Source: an optimization exercise on an open RTL-to-GDS flow (aim: small area, a short achievable clock period and few clock cycles). Production flows keep margins and buffers that such runs may drop. Function was checked by simulation only, so behaviour that the tests miss may differ from the original.

==> run H <==
// muldiv_unit_mq
module muldiv_unit_mq #(
  parameter int XLEN       = 32,
  parameter int HART_ID_W  = 1,
  parameter int REG_ADDR_W = 5
) (
  input  logic                  clk,
  input  logic                  rst_n,
  input  logic                  muldiv_start,
  input  logic [2:0]            muldiv_op,
  input  logic [XLEN-1:0]       muldiv_a,
  input  logic [XLEN-1:0]       muldiv_b,
  input  logic [HART_ID_W-1:0]  muldiv_hart_id,
  input  logic [REG_ADDR_W-1:0] muldiv_rd,
  input  logic                  muldiv_kill,
  input  logic [HART_ID_W-1:0]  muldiv_kill_hart_id,
  output logic                  muldiv_busy,
  output logic                  muldiv_done,
  output logic [XLEN-1:0]       muldiv_result,
  output logic [HART_ID_W-1:0]  muldiv_done_hart_id,
  output logic [REG_ADDR_W-1:0] muldiv_done_rd
);
Settings: LEC_CHECK=0, ABC_AREA=1, CAP_MARGIN=20, CORE_MARGIN=2, CORE_UTILIZATION=40, SETUP_SLACK_MARGIN=5, SLEW_MARGIN=20; clock period 10.0 ns.
run.sh (not shown) runs the stock make flow with config.mk's settings and CLKGATE_MAP_FILE= SYNTH_SCRIPT=/design/flow/synth_recipe.tcl, a recipe that flattens the netlist after the stock synthesis.
==> inputs of run G, as changes to run H <==
--- a/flow/design.v
+++ b/flow/design.v
@@ -37,27 +37,26 @@
   logic [63:0]           c_q;      
   logic                  zero_q;   
   logic                  neg_q;    
   logic                  skip_q;   
   logic kill_cur, last, accept;
   assign kill_cur    = muldiv_kill && (hart_q == muldiv_kill_hart_id);
   assign muldiv_busy = (st_q != ST_IDLE) && !last;
   assign accept      = muldiv_start && !muldiv_busy;
-  logic in_div, in_sgn, sa, sb, sym, a_short, b_short, swap, skip_in;
+  logic in_div, in_sgn, sa, sb, a_short, b_short, swap, skip_in;
   logic [31:0] a_abs, b_abs;
   assign in_div = muldiv_op[2];
   assign in_sgn = !muldiv_op[0];                                
   assign sa     = (muldiv_op[1:0] != 2'd3);                     
   assign sb     = !muldiv_op[1];                                
-  assign sym    = (sa == sb);                                   
   assign a_short = (muldiv_a[31:15] == '0) || (sa && (muldiv_a[31:15] == '1));
   assign b_short = (muldiv_b[31:15] == '0) || (sb && (muldiv_b[31:15] == '1));
-  assign swap    = sym && a_short && !b_short;
-  assign skip_in = b_short || (sym && a_short);
+  assign swap    = a_short && !b_short;
+  assign skip_in = b_short || a_short;
   assign a_abs  = (in_sgn && muldiv_a[31]) ? (32'd0 - muldiv_a) : muldiv_a;
   assign b_abs  = (in_sgn && muldiv_b[31]) ? (32'd0 - muldiv_b) : muldiv_b;
   function automatic logic [23:0] booth(input logic [16:0] bs);
     for (int j = 0; j < 8; j++) begin
       booth[3*j+2] = bs[2*j+2];
       booth[3*j+1] = bs[2*j+1] ^ bs[2*j];
       booth[3*j]   = (bs[2*j+2] & !bs[2*j+1] & !bs[2*j]) | (!bs[2*j+2] & bs[2*j+1] & bs[2*j]);
     end
@@ -914,24 +913,28 @@
   assign tree_c[60] = fc674;
   assign tree_s[61] = fs677;
   assign tree_c[61] = fc676;
   assign tree_s[62] = fs679;
   assign tree_c[62] = fc678;
   assign tree_s[63] = fs681;
   assign tree_c[63] = fc680;
   function automatic logic [4:0] clz(input logic [31:0] v);
-    logic [31:0] p, f;
-    p = v;
-    for (int d = 1; d < 32; d = d * 2)
-      for (int i = 0; i < 32; i++)
-        if (i + d < 32) p[i] = p[i] | p[i+d];
-    for (int i = 0; i < 32; i++) f[i] = v[i] & ((i == 31) ? 1'b1 : !p[i+1]);
-    clz = {5{!p[0]}};    
-    for (int i = 0; i < 32; i++) clz = clz | ({5{f[i]}} & 5'(31 - i));
+    logic [7:0] any;
+    logic [1:0] lz [8];
+    logic [2:0] hz;
+    logic [3:0] nb;
+    for (int k = 0; k < 8; k++) begin
+      nb     = v[4*k +: 4];
+      any[k] = (nb != 4'd0);
+      lz[k]  = nb[3] ? 2'd0 : nb[2] ? 2'd1 : nb[1] ? 2'd2 : 2'd3;
+    end
+    hz = 3'd7;
+    for (int k = 0; k < 8; k++) if (any[k]) hz = 3'(7 - k);
+    clz = {hz, lz[7 - hz]};
   endfunction
   function automatic logic [33:0] ksub33(input logic [32:0] x, input logic [32:0] y);
     logic [32:0] g, p, t, c;
     logic [32:0] gg, pp;
     t  = ~y;
     g  = x & t;
     p  = x ^ t;
     gg = g;
@@ -941,59 +944,60 @@
       for (int i = 32; i >= 0; i--)
         if ((i & d) != 0) begin
           gg[i] = gg[i] | (pp[i] & gg[(i & ~(2*d-1)) + d - 1]);
           pp[i] = pp[i] & pp[(i & ~(2*d-1)) + d - 1];
         end
     c = {gg[31:0], 1'b1};
     ksub33 = {gg[32], p ^ c};
   endfunction
-  logic [4:0] za, zb;
-  logic [5:0] sh;
-  logic [4:0] sh2;
-  logic       early;
-  assign za    = clz(b_q);              
-  assign zb    = clz(a_q[31:0]);        
-  assign sh    = {1'b0, zb} - {1'b0, za};
-  logic [31:0] dpfx, dmask;
+  logic [4:0] za_q, zb_q;
+  logic [5:0]  sh;
+  logic        early, ev, is_norm, is_div;
+  logic [32:0] dn;
+  assign sh      = {1'b0, zb_q} - {1'b0, za_q};
+  assign early   = zero_q || sh[5];
+  assign dn      = {1'b0, a_q[31:0]} << sh[4:0];
+  assign ev      = !sh[0];
+  assign is_norm = (st_q == ST_NORM);
+  assign is_div  = (st_q == ST_DIV);
+  logic [33:0] d1, de, df;
+  logic        q1, q0;
+  logic [32:0] r2;
+  logic [31:0] qn;
+  assign d1 = ksub33({1'b0, b_q}, a_q);
+  assign de = ksub33({1'b0, b_q}, is_norm ? dn : {1'b0, a_q[32:1]});
+  assign df = ksub33(d1[32:0], {1'b0, a_q[32:1]});
+  assign q1 = d1[33] && is_div;
+  assign q0 = q1 ? df[33] : de[33];
   always_comb begin
-    dpfx = a_q[31:0];
-    for (int d = 1; d < 32; d = d * 2)
-      for (int i = 0; i < 32; i++)
-        if (i + d < 32) dpfx[i] = dpfx[i] | dpfx[i+d];
-    dmask = ~{1'b0, dpfx[31:1]};
+    case ({q1, q0})
+      2'b11:   r2 = df[32:0];
+      2'b10:   r2 = d1[32:0];
+      2'b01:   r2 = de[32:0];
+      default: r2 = {1'b0, b_q};
+    endcase
   end
-  assign early = zero_q || ((b_q & dmask) == '0);
-  assign sh2   = sh[4:0] | 5'd1;
-  logic [33:0] d1, d2;
-  logic        q1, q0;
-  logic [32:0] r1, r2;
-  assign d1 = ksub33(s_q[32:0], a_q);
-  assign q1 = d1[33];
-  assign r1 = q1 ? d1[32:0] : s_q[32:0];
-  assign d2 = ksub33(r1, {1'b0, a_q[32:1]});
-  assign q0 = d2[33];
-  assign r2 = q0 ? d2[32:0] : r1;
+  assign qn = {s_q[29:0] & {30{is_div}}, q1, q0 && (is_div || ev)};
   logic        div_mode;
   logic [63:0] s_div;
   assign div_mode = (st_q == ST_NORM) || (st_q == ST_DIV);
   always_comb begin
-    if (st_q == ST_DIV)
-      s_div = (last && !op_q[1]) ? {32'd0, b_q[29:0], q1, q0} : {31'd0, r2};
-    else if (!early)
-      s_div = {32'd0, b_q};
-    else if (op_q[1])
-      s_div = {32'd0, b_q};                        
+    if (is_norm && early)
+      s_div = {32'd0, op_q[1] ? b_q                 
+                              : (zero_q ? 32'hFFFF_FFFF : 32'd0)};
+    else if (last && op_q[1])
+      s_div = {32'd0, r2[31:0]};
     else
-      s_div = {32'd0, zero_q ? 32'hFFFF_FFFF : 32'd0};
+      s_div = {32'd0, qn};
   end
   always_comb begin
     case (st_q)
       ST_M1:   last = 1'b1;
-      ST_NORM: last = early;
+      ST_NORM: last = early || (ev && (sh[4:0] == '0));
       ST_DIV:  last = (cnt_q == '0);
       default: last = 1'b0;
     endcase
   end
   always_ff @(posedge clk or negedge rst_n) begin
     if (!rst_n) begin
       st_q   <= ST_IDLE;
       fin_q  <= 1'b0;
@@ -1018,37 +1022,39 @@
     frd_q   <= rd_q;
     fhi_q   <= (op_q[1:0] != 2'd0) && !op_q[2];
     fneg_q  <= neg_q && op_q[2];
     cnt_q   <= cnt_q - 4'd1;
     s_q     <= div_mode ? s_div : tree_s;
     c_q     <= div_mode ? {63'd0, neg_q} : tree_c;
     case (st_q)
       ST_NORM: begin
-        cnt_q <= sh2[4:1];
-        a_q   <= {1'b0, a_q[31:0]} << sh2[4:0];
-        b_q   <= '0;
+        cnt_q <= sh[4:1] - {3'd0, ev};
+        a_q   <= ev ? {1'b0, dn[32:1]} : dn;
+        if (ev) b_q <= r2[31:0];
       end
       ST_DIV: begin
         a_q   <= {2'b0, a_q[32:2]};
-        b_q   <= {b_q[29:0], q1, q0};
+        b_q   <= r2[31:0];
       end
       default: ;
     endcase
     if (accept) begin
       op_q   <= muldiv_op;
       hart_q <= muldiv_hart_id;
       rd_q   <= muldiv_rd;
       skip_q <= skip_in;
       zero_q <= (muldiv_b == '0);
       if (in_div) begin
         neg_q <= in_sgn && (muldiv_op[1] ? muldiv_a[31]
                                          : ((muldiv_a[31] ^ muldiv_b[31]) && (muldiv_b != '0)));
         a_q   <= {1'b0, b_abs};
         b_q   <= a_abs;
+        za_q  <= clz(a_abs);
+        zb_q  <= clz(b_abs);
       end else begin
         a_q   <= swap ? {sb && muldiv_b[31], muldiv_b} : {sa && muldiv_a[31], muldiv_a};
         b_q   <= swap ? muldiv_a : muldiv_b;
       end
     end
   end
   assign muldiv_done         = done_q && !(muldiv_kill && (dhart_q == muldiv_kill_hart_id));
   assign muldiv_result       = res_q;
==> flow/flow/run.sh (new file) <==
#!/bin/bash
set -euo pipefail
bash standard.sh SETUP_SLACK_MARGIN=5.4 "BUFFER_PORTS_ARGS=-buffer_cell sky130_fd_sc_hd__buf_2" finish > flow.log 2>&1
==> flow/standard.sh (new file) <==
#!/bin/bash
# synth_recipe.tcl (not shown) runs the flow's synth.tcl, then flattens the netlist and writes it again
# the make line also repeats each setting of config.mk as NAME=value (left out here)
make -C /OpenROAD-flow-scripts/flow DESIGN_CONFIG=/design/flow/config.mk WORK_HOME=/design/flow/orfs CLKGATE_MAP_FILE= SYNTH_SCRIPT=/design/flow/synth_recipe.tcl "${@:-finish}"
removed: flow/run.sh
==> inputs of run K, as changes to run H <==
--- a/flow/design.v
+++ b/flow/design.v
@@ -37,27 +37,26 @@
   logic [63:0]           c_q;      
   logic                  zero_q;   
   logic                  neg_q;    
   logic                  skip_q;   
   logic kill_cur, last, accept;
   assign kill_cur    = muldiv_kill && (hart_q == muldiv_kill_hart_id);
   assign muldiv_busy = (st_q != ST_IDLE) && !last;
   assign accept      = muldiv_start && !muldiv_busy;
-  logic in_div, in_sgn, sa, sb, sym, a_short, b_short, swap, skip_in;
+  logic in_div, in_sgn, sa, sb, a_short, b_short, swap, skip_in;
   logic [31:0] a_abs, b_abs;
   assign in_div = muldiv_op[2];
   assign in_sgn = !muldiv_op[0];                                
   assign sa     = (muldiv_op[1:0] != 2'd3);                     
   assign sb     = !muldiv_op[1];                                
-  assign sym    = (sa == sb);                                   
   assign a_short = (muldiv_a[31:15] == '0) || (sa && (muldiv_a[31:15] == '1));
   assign b_short = (muldiv_b[31:15] == '0) || (sb && (muldiv_b[31:15] == '1));
-  assign swap    = sym && a_short && !b_short;
-  assign skip_in = b_short || (sym && a_short);
+  assign swap    = a_short && !b_short;
+  assign skip_in = b_short || a_short;
   assign a_abs  = (in_sgn && muldiv_a[31]) ? (32'd0 - muldiv_a) : muldiv_a;
   assign b_abs  = (in_sgn && muldiv_b[31]) ? (32'd0 - muldiv_b) : muldiv_b;
   function automatic logic [23:0] booth(input logic [16:0] bs);
     for (int j = 0; j < 8; j++) begin
       booth[3*j+2] = bs[2*j+2];
       booth[3*j+1] = bs[2*j+1] ^ bs[2*j];
       booth[3*j]   = (bs[2*j+2] & !bs[2*j+1] & !bs[2*j]) | (!bs[2*j+2] & bs[2*j+1] & bs[2*j]);
     end
@@ -914,24 +913,28 @@
   assign tree_c[60] = fc674;
   assign tree_s[61] = fs677;
   assign tree_c[61] = fc676;
   assign tree_s[62] = fs679;
   assign tree_c[62] = fc678;
   assign tree_s[63] = fs681;
   assign tree_c[63] = fc680;
   function automatic logic [4:0] clz(input logic [31:0] v);
-    logic [31:0] p, f;
-    p = v;
-    for (int d = 1; d < 32; d = d * 2)
-      for (int i = 0; i < 32; i++)
-        if (i + d < 32) p[i] = p[i] | p[i+d];
-    for (int i = 0; i < 32; i++) f[i] = v[i] & ((i == 31) ? 1'b1 : !p[i+1]);
-    clz = {5{!p[0]}};    
-    for (int i = 0; i < 32; i++) clz = clz | ({5{f[i]}} & 5'(31 - i));
+    logic [7:0] any;
+    logic [1:0] lz [8];
+    logic [2:0] hz;
+    logic [3:0] nb;
+    for (int k = 0; k < 8; k++) begin
+      nb     = v[4*k +: 4];
+      any[k] = (nb != 4'd0);
+      lz[k]  = nb[3] ? 2'd0 : nb[2] ? 2'd1 : nb[1] ? 2'd2 : 2'd3;
+    end
+    hz = 3'd7;
+    for (int k = 0; k < 8; k++) if (any[k]) hz = 3'(7 - k);
+    clz = {hz, lz[7 - hz]};
   endfunction
   function automatic logic [33:0] ksub33(input logic [32:0] x, input logic [32:0] y);
     logic [32:0] g, p, t, c;
     logic [32:0] gg, pp;
     t  = ~y;
     g  = x & t;
     p  = x ^ t;
     gg = g;
@@ -941,59 +944,53 @@
       for (int i = 32; i >= 0; i--)
         if ((i & d) != 0) begin
           gg[i] = gg[i] | (pp[i] & gg[(i & ~(2*d-1)) + d - 1]);
           pp[i] = pp[i] & pp[(i & ~(2*d-1)) + d - 1];
         end
     c = {gg[31:0], 1'b1};
     ksub33 = {gg[32], p ^ c};
   endfunction
-  logic [4:0] za, zb;
-  logic [5:0] sh;
-  logic [4:0] sh2;
-  logic       early;
-  assign za    = clz(b_q);              
-  assign zb    = clz(a_q[31:0]);        
-  assign sh    = {1'b0, zb} - {1'b0, za};
-  logic [31:0] dpfx, dmask;
-  always_comb begin
-    dpfx = a_q[31:0];
-    for (int d = 1; d < 32; d = d * 2)
-      for (int i = 0; i < 32; i++)
-        if (i + d < 32) dpfx[i] = dpfx[i] | dpfx[i+d];
-    dmask = ~{1'b0, dpfx[31:1]};
-  end
-  assign early = zero_q || ((b_q & dmask) == '0);
-  assign sh2   = sh[4:0] | 5'd1;
+  logic [4:0] za_q, zb_q;
+  logic [5:0]  sh;
+  logic        early, ev, is_norm, is_div;
+  logic [32:0] dn;
+  assign sh      = {1'b0, zb_q} - {1'b0, za_q};
+  assign early   = zero_q || sh[5];
+  assign dn      = {1'b0, a_q[31:0]} << sh[4:0];
+  assign ev      = !sh[0];
+  assign is_norm = (st_q == ST_NORM);
+  assign is_div  = (st_q == ST_DIV);
   logic [33:0] d1, d2;
   logic        q1, q0;
   logic [32:0] r1, r2;
-  assign d1 = ksub33(s_q[32:0], a_q);
-  assign q1 = d1[33];
-  assign r1 = q1 ? d1[32:0] : s_q[32:0];
-  assign d2 = ksub33(r1, {1'b0, a_q[32:1]});
+  logic [31:0] qn;
+  assign d1 = ksub33({1'b0, b_q}, a_q);
+  assign q1 = d1[33] && is_div;
+  assign r1 = q1 ? d1[32:0] : {1'b0, b_q};
+  assign d2 = ksub33(r1, is_norm ? dn : {1'b0, a_q[32:1]});
   assign q0 = d2[33];
   assign r2 = q0 ? d2[32:0] : r1;
+  assign qn = {s_q[29:0] & {30{is_div}}, q1, q0 && (is_div || ev)};
   logic        div_mode;
   logic [63:0] s_div;
   assign div_mode = (st_q == ST_NORM) || (st_q == ST_DIV);
   always_comb begin
-    if (st_q == ST_DIV)
-      s_div = (last && !op_q[1]) ? {32'd0, b_q[29:0], q1, q0} : {31'd0, r2};
-    else if (!early)
-      s_div = {32'd0, b_q};
-    else if (op_q[1])
-      s_div = {32'd0, b_q};                        
+    if (is_norm && early)
+      s_div = {32'd0, op_q[1] ? b_q                 
+                              : (zero_q ? 32'hFFFF_FFFF : 32'd0)};
+    else if (last && op_q[1])
+      s_div = {32'd0, r2[31:0]};
     else
-      s_div = {32'd0, zero_q ? 32'hFFFF_FFFF : 32'd0};
+      s_div = {32'd0, qn};
   end
   always_comb begin
     case (st_q)
       ST_M1:   last = 1'b1;
-      ST_NORM: last = early;
+      ST_NORM: last = early || (ev && (sh[4:0] == '0));
       ST_DIV:  last = (cnt_q == '0);
       default: last = 1'b0;
     endcase
   end
   always_ff @(posedge clk or negedge rst_n) begin
     if (!rst_n) begin
       st_q   <= ST_IDLE;
       fin_q  <= 1'b0;
@@ -1018,37 +1015,39 @@
     frd_q   <= rd_q;
     fhi_q   <= (op_q[1:0] != 2'd0) && !op_q[2];
     fneg_q  <= neg_q && op_q[2];
     cnt_q   <= cnt_q - 4'd1;
     s_q     <= div_mode ? s_div : tree_s;
     c_q     <= div_mode ? {63'd0, neg_q} : tree_c;
     case (st_q)
       ST_NORM: begin
-        cnt_q <= sh2[4:1];
-        a_q   <= {1'b0, a_q[31:0]} << sh2[4:0];
-        b_q   <= '0;
+        cnt_q <= sh[4:1] - {3'd0, ev};
+        a_q   <= ev ? {1'b0, dn[32:1]} : dn;
+        if (ev) b_q <= r2[31:0];
       end
       ST_DIV: begin
         a_q   <= {2'b0, a_q[32:2]};
-        b_q   <= {b_q[29:0], q1, q0};
+        b_q   <= r2[31:0];
       end
       default: ;
     endcase
     if (accept) begin
       op_q   <= muldiv_op;
       hart_q <= muldiv_hart_id;
       rd_q   <= muldiv_rd;
       skip_q <= skip_in;
       zero_q <= (muldiv_b == '0);
       if (in_div) begin
         neg_q <= in_sgn && (muldiv_op[1] ? muldiv_a[31]
                                          : ((muldiv_a[31] ^ muldiv_b[31]) && (muldiv_b != '0)));
         a_q   <= {1'b0, b_abs};
         b_q   <= a_abs;
+        za_q  <= clz(a_abs);
+        zb_q  <= clz(b_abs);
       end else begin
         a_q   <= swap ? {sb && muldiv_b[31], muldiv_b} : {sa && muldiv_a[31], muldiv_a};
         b_q   <= swap ? muldiv_a : muldiv_b;
       end
     end
   end
   assign muldiv_done         = done_q && !(muldiv_kill && (dhart_q == muldiv_kill_hart_id));
   assign muldiv_result       = res_q;
==> flow/flow/run.sh (new file) <==
#!/bin/bash
set -euo pipefail
bash standard.sh SETUP_SLACK_MARGIN=5.4 "BUFFER_PORTS_ARGS=-buffer_cell sky130_fd_sc_hd__buf_2" finish > flow.log 2>&1
==> flow/standard.sh (new file) <==
#!/bin/bash
# synth_recipe.tcl (not shown) runs the flow's synth.tcl, then flattens the netlist and writes it again
# the make line also repeats each setting of config.mk as NAME=value (left out here)
make -C /OpenROAD-flow-scripts/flow DESIGN_CONFIG=/design/flow/config.mk WORK_HOME=/design/flow/orfs CLKGATE_MAP_FILE= SYNTH_SCRIPT=/design/flow/synth_recipe.tcl "${@:-finish}"
removed: flow/run.sh
==> flow_summary.yaml <==
yosys:
  synth_fa_ha_area_frac: 0.211
  synth-edff-count: 87
setup_path:
  cp_slowest_stage_delay_ns: 0.56
  cp.required_ns: 10.57
  path_max_fanout: 15
  cp_common_cell: "nand2_2"
  worst-path-buf-inv: 7
  r2r_cells: 36
cells_and_area:
  final_util: 0.469
  clock_cell_area_share: 0.0312
clocking:
  clk_pin_slew_worst_paths_ns: 0.07
place:
  dp_hpwl_um: 139000
status:
  status: "timing/DRC/antenna clean"
detailed_routing:
  drt_iter0_markers: 4813
Source of the figures above: run K

==> flow_summary.yaml <==
min_path:
  min_from: "frd_q[0]$_DFF_P_"
place:
  dp_hpwl_um: 141000
setup_path:
  path_max_fanout: 18
  cp_slowest_stage_delay_ns: 0.44
  cp.required_ns: 10.56
  r2r_cells: 36
  cp_common_cell: "buf_12"
clocking:
  clk_pin_slew_worst_paths_ns: 0.07
yosys:
  synth_top_family_by_area: "simple AND/OR/NAND/NOR gates"
  synth_fa_ha_area_frac: 0.215
  synth-edff-count: 77
status:
  status: "timing/DRC/antenna clean"
Source of the figures above: run H

==> flow_summary.yaml <==
status:
  status: "timing/DRC/antenna clean"
yosys:
  synth-edff-count: 87
  synth_fa_ha_area_frac: 0.214
setup_path:
  cp.required_ns: 8.00
  worst-path-buf-inv: 6
  path_max_fanout: 2
  cp_slowest_stage_delay_ns: 0.56
clocking:
  clk_pin_slew_worst_paths_ns: 0.06
cells_and_area:
  final_util: 0.470
Source of the figures above: run G

Testbench counts of run H, summed over its fixed seeds: cycles 5,401.
Testbench counts of run G, summed over its fixed seeds: cycles 5,066.
Testbench counts of run K, summed over its fixed seeds: cycles 5,066.

==> afterwards: timing with drivers on the ports <==
The results above use ideal ports. As a check the final layouts listed here were re-extracted and re-timed, cells and wires unchanged. Step 1 (the two cells are an assumption about what drives the block):
set clk [get_ports {clk}]
set_driving_cell -lib_cell sky130_fd_sc_hd__clkbuf_16 $clk
set_driving_cell -lib_cell sky130_fd_sc_hd__buf_2 [delete_from_list [all_inputs] $clk]
Step 2 times the ports against the registers' clock, not the clock port: input delays grow and output delays shrink by t, the midpoint of the rising clock arrivals with the driver on. Three values: ideal, step 1, step 2; two values: the first two.
| run | t (ns) | setup slack, ns | clock arrival spread, ns | worst register clock-pin slew, ns | pins driven straight from the clock port |
|---|---|---|---|---|---|
| run H | 0.682 | 4.847 / 4.847 / 4.478 | 0.042 / 0.042 | 0.07 / 0.07 | 1 |
| run G | 0.679 | 5.125 / 5.052 / 4.802 | 0.053 / 0.053 | 0.07 / 0.07 | 1 |
| run K | 0.712 | 4.926 / 4.926 / 4.787 | 0.019 / 0.019 | 0.07 / 0.07 | 1 |
After both steps every run listed still meets setup and hold. The setup slack of run H, which loses most, moves by 0.000 ns with the drivers and by -0.369 ns with both steps.
